This is an optimization exercise on Yosys and OpenROAD, whose aim is small area, not a production implementation.
The RTL was checked by simulation tests, not by an equivalence proof against the original design.
No activity file was given, so power comes from the tool's default toggle rates.

==> flow/design.v (excerpt) <==
module scan_top
(
	input  logic        scan_clk,
	input  logic        rst,
	input  logic        scan_en,
	input  logic        scan_in,
	output logic        scan_out,
	output logic [31:0]  fe_bias,
	output logic [65:0]  cp16g,
	output logic [127:0] tnh1_casc,
	output logic [127:0] tnh2_casc,
	output logic [95:0]  cp8g,
	output logic [31:0]  vtc_bias,
	output logic [31:0]  sf_bias,
	output logic [31:0]  tnh2_bias,
	output logic [127:0] hpf_bias,
	output logic [26:0]  misc_ctrl,
	output logic [31:0]  tnh1_bias
);
Size: roughly 1800 cells after synthesis, roughly 26000 µm² of cells after synthesis.
==> flow/config.mk <==
export PLATFORM = sky130hd
export DESIGN_NAME = scan_top
export DESIGN_NICKNAME = scan_top
export VERILOG_FILES = /design/flow/design.v
export SDC_FILE = /design/flow/constraint.sdc
export NUM_CORES = 4
export LEC_CHECK = 0
export CAP_MARGIN = 20
export CORE_MARGIN = 2
export CORE_UTILIZATION = 60
export PLACE_DENSITY = 0.7
export SLEW_MARGIN = 20
export SYNTH_HIERARCHICAL = 1
==> flow/constraint.sdc <==
create_clock -name core_clock -period 6.0 [get_ports {scan_clk}]
set_input_delay 1.2000 -clock core_clock [delete_from_list [all_inputs] [get_ports {scan_clk}]]
set_output_delay 1.2000 -clock core_clock [all_outputs]
set_load 0.01 [all_outputs]
standard.sh (not shown) runs the stock make flow with config.mk's settings and CLKGATE_MAP_FILE= SYNTH_SCRIPT=/design/flow/synth_recipe.tcl, a recipe that flattens the netlist after the stock synthesis.
==> flow/flow/run.sh <==
#!/bin/bash
# The standard ORFS layout (the standard.sh), with two changes:
#  - the input and output ports get the smallest buffer, buf_1, instead of
#    the default pick (clkdlybuf4s50_1)
#  - clock tree synthesis inserts no dummy loads
# Each step's full output goes to a log of its own in this folder.
set -euo pipefail
export BUFFER_PORTS_ARGS="-buffer_cell sky130_fd_sc_hd__buf_1"
export CTS_ARGS="-sink_clustering_enable -repair_clock_nets -dont_use_dummy_load -buf_list {sky130_fd_sc_hd__clkbuf_16} -sink_clustering_size 30 -sink_clustering_max_diameter 60"
bash standard.sh synth > synth.log 2>&1
bash standard.sh floorplan > floorplan.log 2>&1
bash standard.sh place > place.log 2>&1
bash standard.sh cts > cts.log 2>&1
bash standard.sh route > route.log 2>&1
bash standard.sh finish > finish.log 2>&1
==> next run, changes <==
--- a/flow/flow/run.sh
+++ b/flow/flow/run.sh
@@ -7,5 +7,5 @@
 set -euo pipefail
 export BUFFER_PORTS_ARGS="-buffer_cell sky130_fd_sc_hd__buf_1"
-export CTS_ARGS="-sink_clustering_enable -repair_clock_nets -dont_use_dummy_load -buf_list {sky130_fd_sc_hd__clkbuf_16} -sink_clustering_size 30 -sink_clustering_max_diameter 60"
+export CTS_ARGS="-sink_clustering_enable -repair_clock_nets -dont_use_dummy_load -buf_list {sky130_fd_sc_hd__clkbuf_2 sky130_fd_sc_hd__clkbuf_4 sky130_fd_sc_hd__clkbuf_8} -sink_clustering_size 20 -sink_clustering_max_diameter 60"
 bash standard.sh synth > synth.log 2>&1
 bash standard.sh floorplan > floorplan.log 2>&1
- CORE_UTILIZATION: 60 -> 40
- PLACE_DENSITY: 0.7 -> unset
The changed run completed with no timing, DRC or antenna violations.
Total power is lower by a few percent.
Wire length is higher by a few percent.
Clock-buffer cell count is higher by 12.

========
Setup of run A:
scan_top again, from the RTL that the note above started with.
export LEC_CHECK = 0
export CAP_MARGIN = 20
export CORE_MARGIN = 2
export CORE_UTILIZATION = 40
export SLEW_MARGIN = 20
export SYNTH_HIERARCHICAL = 1
create_clock -name core_clock -period 6.0 [get_ports {scan_clk}]
==> flow/flow/run.sh <==
#!/bin/bash
# The standard ORFS layout (the standard.sh), with two changes:
#  - the input and output ports get the smallest buffer, buf_1, instead of
#    the default pick (clkdlybuf4s50_1)
#  - clock tree synthesis inserts no dummy loads
# Each step's full output goes to a log of its own in this folder.
set -euo pipefail
export BUFFER_PORTS_ARGS="-buffer_cell sky130_fd_sc_hd__buf_1"
export CTS_ARGS="-sink_clustering_enable -repair_clock_nets -dont_use_dummy_load -buf_list {sky130_fd_sc_hd__clkbuf_4}"
bash standard.sh synth > synth.log 2>&1
bash standard.sh floorplan > floorplan.log 2>&1
bash standard.sh place > place.log 2>&1
bash standard.sh cts > cts.log 2>&1
bash standard.sh route > route.log 2>&1
bash standard.sh finish > finish.log 2>&1
Run A: done, clean on timing, DRC and antenna
--- input diff run A..run B ---
-- flow/flow/run.sh --
<<< run A, line 7
set -euo pipefail
export BUFFER_PORTS_ARGS="-buffer_cell sky130_fd_sc_hd__buf_1"
export CTS_ARGS="-sink_clustering_enable -repair_clock_nets -dont_use_dummy_load -buf_list {sky130_fd_sc_hd__clkbuf_4}"
bash standard.sh synth > synth.log 2>&1
bash standard.sh floorplan > floorplan.log 2>&1
>>> run B, line 7
set -euo pipefail
export BUFFER_PORTS_ARGS="-buffer_cell sky130_fd_sc_hd__buf_1"
export CTS_ARGS="-sink_clustering_enable -repair_clock_nets -dont_use_dummy_load -buf_list {sky130_fd_sc_hd__clkbuf_4} -sink_clustering_size 10 -sink_clustering_max_diameter 40"
bash standard.sh synth > synth.log 2>&1
bash standard.sh floorplan > floorplan.log 2>&1
### Flow results
Routed wire in run B totals less than in run A. [compare] base=run A new=run B: cell area fell about 2.3%, worst hold slack increased by 0.065 ns relative to the old numbers, post-route met1 wirelength moved up. Setup slack of the worst register-to-register path is higher on run A. Class of the worst hold path = in2reg: run A; class of the worst hold path = reg2reg: run B. Re total power: run A was higher than run B. Taking run A as the reference, in run B worst setup slack lower; proportion of power drawn by combinational gates higher; share of the core filled with cells in the final layout lower.
Input-level comparison between run C and run B:
-- flow/flow/run.sh --
<<< run B, line 7
set -euo pipefail
export BUFFER_PORTS_ARGS="-buffer_cell sky130_fd_sc_hd__buf_1"
export CTS_ARGS="-sink_clustering_enable -repair_clock_nets -dont_use_dummy_load -buf_list {sky130_fd_sc_hd__clkbuf_4} -sink_clustering_size 10 -sink_clustering_max_diameter 40"
bash standard.sh synth > synth.log 2>&1
bash standard.sh floorplan > floorplan.log 2>&1
>>> run C, line 7
set -euo pipefail
export BUFFER_PORTS_ARGS="-buffer_cell sky130_fd_sc_hd__buf_1"
export CTS_ARGS="-sink_clustering_enable -repair_clock_nets -dont_use_dummy_load -buf_list {sky130_fd_sc_hd__clkbuf_2 sky130_fd_sc_hd__clkbuf_4 sky130_fd_sc_hd__clkbuf_8} -sink_clustering_size 20 -sink_clustering_max_diameter 60"
bash standard.sh synth > synth.log 2>&1
bash standard.sh floorplan > floorplan.log 2>&1
-- flow/config.mk --
<<< run B, line 8
export CAP_MARGIN = 20
export CORE_MARGIN = 2
export CORE_UTILIZATION = 40
export SLEW_MARGIN = 20
export SYNTH_HIERARCHICAL = 1
>>> run C, line 8
export CAP_MARGIN = 20
export CORE_MARGIN = 2
export CORE_UTILIZATION = 70
export PLACE_DENSITY = 0.8
export SLEW_MARGIN = 20
export SYNTH_HIERARCHICAL = 1
Notes after the runs:
Diff run B..run C | synthesized area per cell | unchanged
Comparing run B against run C, there is no change at all in number of instances in the synthesized netlist.
Starting density of the core: run C and run B compared, lower one is run B
Run status, run C: aborted in I/O pin placement, error PPL-0024
Run C -> run B: total nets after synthesis delta 0, exact match
Summary of run C over run B: die boundary width saw a decrease, die extent in y saw a decrease, row count saw a decrease, synthesized area saw little to no change.
Edits applied to the flow inputs when going from run C to run D:
-- flow/flow/run.sh --
<<< run C, line 7
set -euo pipefail
export BUFFER_PORTS_ARGS="-buffer_cell sky130_fd_sc_hd__buf_1"
export CTS_ARGS="-sink_clustering_enable -repair_clock_nets -dont_use_dummy_load -buf_list {sky130_fd_sc_hd__clkbuf_2 sky130_fd_sc_hd__clkbuf_4 sky130_fd_sc_hd__clkbuf_8} -sink_clustering_size 20 -sink_clustering_max_diameter 60"
bash standard.sh synth > synth.log 2>&1
bash standard.sh floorplan > floorplan.log 2>&1
>>> run D, line 7
set -euo pipefail
export BUFFER_PORTS_ARGS="-buffer_cell sky130_fd_sc_hd__buf_1"
export CTS_ARGS="-sink_clustering_enable -repair_clock_nets -dont_use_dummy_load -buf_list {sky130_fd_sc_hd__clkbuf_2 sky130_fd_sc_hd__clkbuf_4 sky130_fd_sc_hd__clkbuf_8}"
bash standard.sh synth > synth.log 2>&1
bash standard.sh floorplan > floorplan.log 2>&1
-- flow/config.mk --
<<< run C, line 8
export CAP_MARGIN = 20
export CORE_MARGIN = 2
export CORE_UTILIZATION = 70
export PLACE_DENSITY = 0.8
export SLEW_MARGIN = 20
export SYNTH_HIERARCHICAL = 1
>>> run D, line 8
export CAP_MARGIN = 20
export CORE_MARGIN = 2
export CORE_UTILIZATION = 40
export SLEW_MARGIN = 20
export SYNTH_HIERARCHICAL = 1
## What came out
- In summary, run D completed successfully, with a layout that passed the timing, DRC and antenna checks.
- Comparing run D against run C, there is no change at all in synthesized cell count.
- Area after synthesis: run C vs run D, no meaningful difference
- Average footprint of a synthesized cell: run D vs run C identical
- In the flow results for run D and run C, the starting density of the core is smaller on run D.
- Between run C and run D, the flow reports placement row count increasing by more than a quarter.
- The synthesized netlist net count of run D and that of run C are within noise of each other.
- Run D ends up with higher chip height than run C does.
- Note that the width of the chip recorded for run D amounts to 1.3 times the value seen in run C.
Modified inputs, run E compared to run D
==> flow/flow/run.sh <==
#!/bin/bash
# The standard ORFS layout (the standard.sh, run step by step), with these
# changes:
#  - the input and output ports get the smallest buffer, buf_1, instead of
#    the default pick (clkdlybuf4s50_1)
#  - clock tree synthesis inserts no dummy loads, uses clkbuf_2/4/8 and
#    clusters of at most 20 sinks within 60 um
# Synthesis is the standard one (standard.sh synth). Each step's full output
# goes to a log of its own in this folder; ORFS keeps each tool's own logs
# under orfs/logs/.
set -euo pipefail
export BUFFER_PORTS_ARGS="-buffer_cell sky130_fd_sc_hd__buf_1"
export CTS_ARGS="-sink_clustering_enable -repair_clock_nets -dont_use_dummy_load -buf_list {sky130_fd_sc_hd__clkbuf_2 sky130_fd_sc_hd__clkbuf_4 sky130_fd_sc_hd__clkbuf_8} -sink_clustering_size 20 -sink_clustering_max_diameter 60"
bash standard.sh synth > synth.log 2>&1
bash standard.sh floorplan > floorplan.log 2>&1
bash standard.sh place > place.log 2>&1
bash standard.sh cts > cts.log 2>&1
bash standard.sh route > route.log 2>&1
bash standard.sh finish > finish.log 2>&1
-- flow/config.mk --
<<< run D, line 8
export CAP_MARGIN = 20
export CORE_MARGIN = 2
export CORE_UTILIZATION = 40
export SLEW_MARGIN = 20
export SYNTH_HIERARCHICAL = 1
>>> run E, line 8
export CAP_MARGIN = 20
export CORE_MARGIN = 2
export CORE_UTILIZATION = 60
export PLACE_DENSITY = 0.7
export SLEW_MARGIN = 20
export SYNTH_HIERARCHICAL = 1
Findings:
Total power: run E below run D
Comparing run D and run E, setup slack is higher on run D.
Run E vs run D, first-pass iteration count of the detailed router went down by 1.
Going from run D to run E, overall routing resource usage went up by 11 points, share of total power consumed by net switching was more or less identical.
Power density of the placed cells (run E / run D): 0.879
## Diff of input files: run F against run E
==> flow/flow/run.sh <==
#!/bin/bash
# The standard ORFS layout (the standard.sh), with two changes:
#  - the input and output ports get the smallest buffer, buf_1, instead of
#    the default pick (clkdlybuf4s50_1)
#  - clock tree synthesis inserts no dummy loads
# Each step's full output goes to a log of its own in this folder.
set -euo pipefail
export BUFFER_PORTS_ARGS="-buffer_cell sky130_fd_sc_hd__buf_1"
export CTS_ARGS="-sink_clustering_enable -repair_clock_nets -dont_use_dummy_load -buf_list {sky130_fd_sc_hd__clkbuf_2 sky130_fd_sc_hd__clkbuf_4 sky130_fd_sc_hd__clkbuf_8} -sink_clustering_size 20 -sink_clustering_max_diameter 60"
bash standard.sh synth > synth.log 2>&1
bash standard.sh floorplan > floorplan.log 2>&1
bash standard.sh place > place.log 2>&1
bash standard.sh cts > cts.log 2>&1
bash standard.sh route > route.log 2>&1
bash standard.sh finish > finish.log 2>&1
-- flow/config.mk --
<<< run E, line 8
export CAP_MARGIN = 20
export CORE_MARGIN = 2
export CORE_UTILIZATION = 60
export PLACE_DENSITY = 0.7
export SLEW_MARGIN = 20
export SYNTH_HIERARCHICAL = 1
>>> run F, line 8
export CAP_MARGIN = 20
export CORE_MARGIN = 2
export CORE_UTILIZATION = 64
export PLACE_DENSITY = 0.75
export SLEW_MARGIN = 20
export SYNTH_HIERARCHICAL = 1
==> results.txt <==
Flow for run F halted at I/O pin placement, error code PPL-0024.
Diff run E -> run F | effective utilization at floorplan | increase of 3.8 points
Comparing run F and run E, the higher height of the die is on run E.
Run F against run E; horizontal die dimension is down by a few percent.
Run F vs run E, row count went down by 2.7%.

========
== alpha ==
scan_top again, from the RTL that the note above started with.
clock: 6.0 ns
lec_check: 0
cap_margin: 20
core_margin: 2
core_utilization: 40
slew_margin: 20
synth_hierarchical: 1
==> flow/flow/run.sh <==
#!/bin/bash
# The standard ORFS layout (the standard.sh), with two changes:
#  - the input and output ports get the smallest buffer, buf_1, instead of
#    the default pick (clkdlybuf4s50_1)
#  - clock tree synthesis inserts no dummy loads
# Each step's full output goes to a log of its own in this folder.
set -euo pipefail
export BUFFER_PORTS_ARGS="-buffer_cell sky130_fd_sc_hd__buf_1"
export CTS_ARGS="-sink_clustering_enable -repair_clock_nets -dont_use_dummy_load"
bash standard.sh synth > synth.log 2>&1
bash standard.sh floorplan > floorplan.log 2>&1
bash standard.sh place > place.log 2>&1
bash standard.sh cts > cts.log 2>&1
bash standard.sh route > route.log 2>&1
bash standard.sh finish > finish.log 2>&1
#### Input delta (beta over alpha)
Settings: PLACE_DENSITY: unset -> 0.85; CORE_UTILIZATION: 40 -> 75.
-- flow/flow/run.sh --
<<< alpha, line 5
#  - clock tree synthesis inserts no dummy loads
>>> beta, line 5
#  - clock tree synthesis inserts no dummy loads, uses clkbuf_2/4/8 and
#    clusters of at most 20 sinks
#  - pins may sit one routing track apart, so the die can be smaller
<<< alpha, line 9
export CTS_ARGS="-sink_clustering_enable -repair_clock_nets -dont_use_dummy_load"
>>> beta, line 11
export PLACE_PINS_ARGS="-min_distance 1 -min_distance_in_tracks"
export CTS_ARGS="-sink_clustering_enable -repair_clock_nets -dont_use_dummy_load -buf_list {sky130_fd_sc_hd__clkbuf_2 sky130_fd_sc_hd__clkbuf_4 sky130_fd_sc_hd__clkbuf_8} -sink_clustering_size 20 -sink_clustering_max_diameter 60"
### Flow results
- Per the comparison of beta with alpha, worst-margin pin slew rose 0.082 ns; number of cells in the finished layout apart from fillers fell 444; cell area fell about 7%; number of non-clock buffers in the layout fell 7; die area fell 46%.
- Proportion of power drawn by flip-flops and latches (higher): beta
- Setup slack on the worst flop-to-flop path was lower in the run labelled beta.

========
Starting RTL as in the previous note.
Design scan_top, start of the top module:
module scan_top
(
	input  logic        scan_clk,
	input  logic        rst,
	input  logic        scan_en,
	input  logic        scan_in,
	output logic        scan_out,
	output logic [31:0]  fe_bias,
	output logic [65:0]  cp16g,
	output logic [127:0] tnh1_casc,
	output logic [127:0] tnh2_casc,
	output logic [95:0]  cp8g,
	output logic [31:0]  vtc_bias,
	output logic [31:0]  sf_bias,
	output logic [31:0]  tnh2_bias,
	output logic [127:0] hpf_bias,
	output logic [26:0]  misc_ctrl,
	output logic [31:0]  tnh1_bias
);
make LEC_CHECK=0 CAP_MARGIN=20 CORE_MARGIN=2 CORE_UTILIZATION=40 SLEW_MARGIN=20 SYNTH_HIERARCHICAL=1 finish   # period 6.0 ns
run.sh (not shown) runs the stock make flow with config.mk's settings and CLKGATE_MAP_FILE= SYNTH_SCRIPT=/design/flow/synth_recipe.tcl, a recipe that flattens the netlist after the stock synthesis.
Stock flow here: none of the scripts above is used.
Change:
==> flow/flow/run.sh (new file) <==
#!/bin/bash
# The standard ORFS layout (the standard.sh), with two changes:
#  - the input and output ports get the smallest buffer, buf_1, instead of
#    the default pick (clkdlybuf4s50_1)
#  - clock tree synthesis inserts no dummy loads
# Each step's full output goes to a log of its own in this folder.
set -euo pipefail
export BUFFER_PORTS_ARGS="-buffer_cell sky130_fd_sc_hd__buf_1"
export CTS_ARGS="-sink_clustering_enable -repair_clock_nets -dont_use_dummy_load -buf_list {sky130_fd_sc_hd__clkbuf_2 sky130_fd_sc_hd__clkbuf_4 sky130_fd_sc_hd__clkbuf_8} -sink_clustering_size 20 -sink_clustering_max_diameter 60"
bash standard.sh synth > synth.log 2>&1
bash standard.sh floorplan > floorplan.log 2>&1
bash standard.sh place > place.log 2>&1
bash standard.sh cts > cts.log 2>&1
bash standard.sh route > route.log 2>&1
bash standard.sh finish > finish.log 2>&1
==> flow/standard.sh (new file) <==
#!/bin/bash
# synth_recipe.tcl (not shown) runs the flow's synth.tcl, then flattens the netlist and writes it again
# the make line also repeats each setting of config.mk as NAME=value (left out here)
make -C /OpenROAD-flow-scripts/flow DESIGN_CONFIG=/design/flow/config.mk WORK_HOME=/design/flow/orfs CLKGATE_MAP_FILE= SYNTH_SCRIPT=/design/flow/synth_recipe.tcl "${@:-finish}"
CORE_UTILIZATION = 60   (was 40)
PLACE_DENSITY = 0.7   (was unset)
removed: flow/run.sh
The changed run produced a clean layout.
Hold slack is better by 11 ps.
Cell area is lower by 20%.
Wire length is lower by 13%.
Sequential power barely changes.
Change:
GPL_TIMING_DRIVEN = 0   (was unset)
Effect: Area after synthesis stays the same; non-clock buffer count came out higher by 27; routed wire length goes up by 3.6%; setup slack improved by 610 ps; cell area came out higher by 3.3%.

==> what the ideal ports hide <==
The results above use ideal ports. As a check the final layouts listed here were re-extracted and re-timed, cells and wires unchanged. Step 1, drivers: a clkbuf_16 drives scan_clk and a buf_2 each remaining input, both assumed. Step 2, shift: input delay + t, output delay - t, t = (earliest + latest rising clock arrival at the registers) / 2. This alone moves slack from input paths to output paths. a / b / c = ideal ports / drivers / drivers and shift; a / b = the first two.
run	t (ns)	slack for setup (ns)	pins driven straight from the clock port
the first run of note 1	0.663	2.200 / 2.209 / 1.546	1
the second run of note 1	0.749	2.629 / 2.652 / 1.903	1
run A	1.024	2.813 / 2.813 / 1.860	1
run B	0.912	2.783 / 2.783 / 1.912	1
run D	0.811	2.681 / 2.707 / 1.896	1
run E	0.728	2.203 / 2.207 / 1.479	1
alpha	0.657	2.497 / 2.516 / 1.859	1
beta	0.685	2.436 / 2.443 / 1.769	1
the first run of note 4	0.685	2.515 / 2.525 / 1.840	1
the second run of note 4	0.728	2.203 / 2.207 / 1.479	1
the third run of note 4	0.723	2.808 / 2.808 / 2.238	1
After both steps every run listed still meets setup and hold. For run A, which loses most, drivers alone change the setup slack by 0.000 ns; drivers and shift together by -0.953 ns.
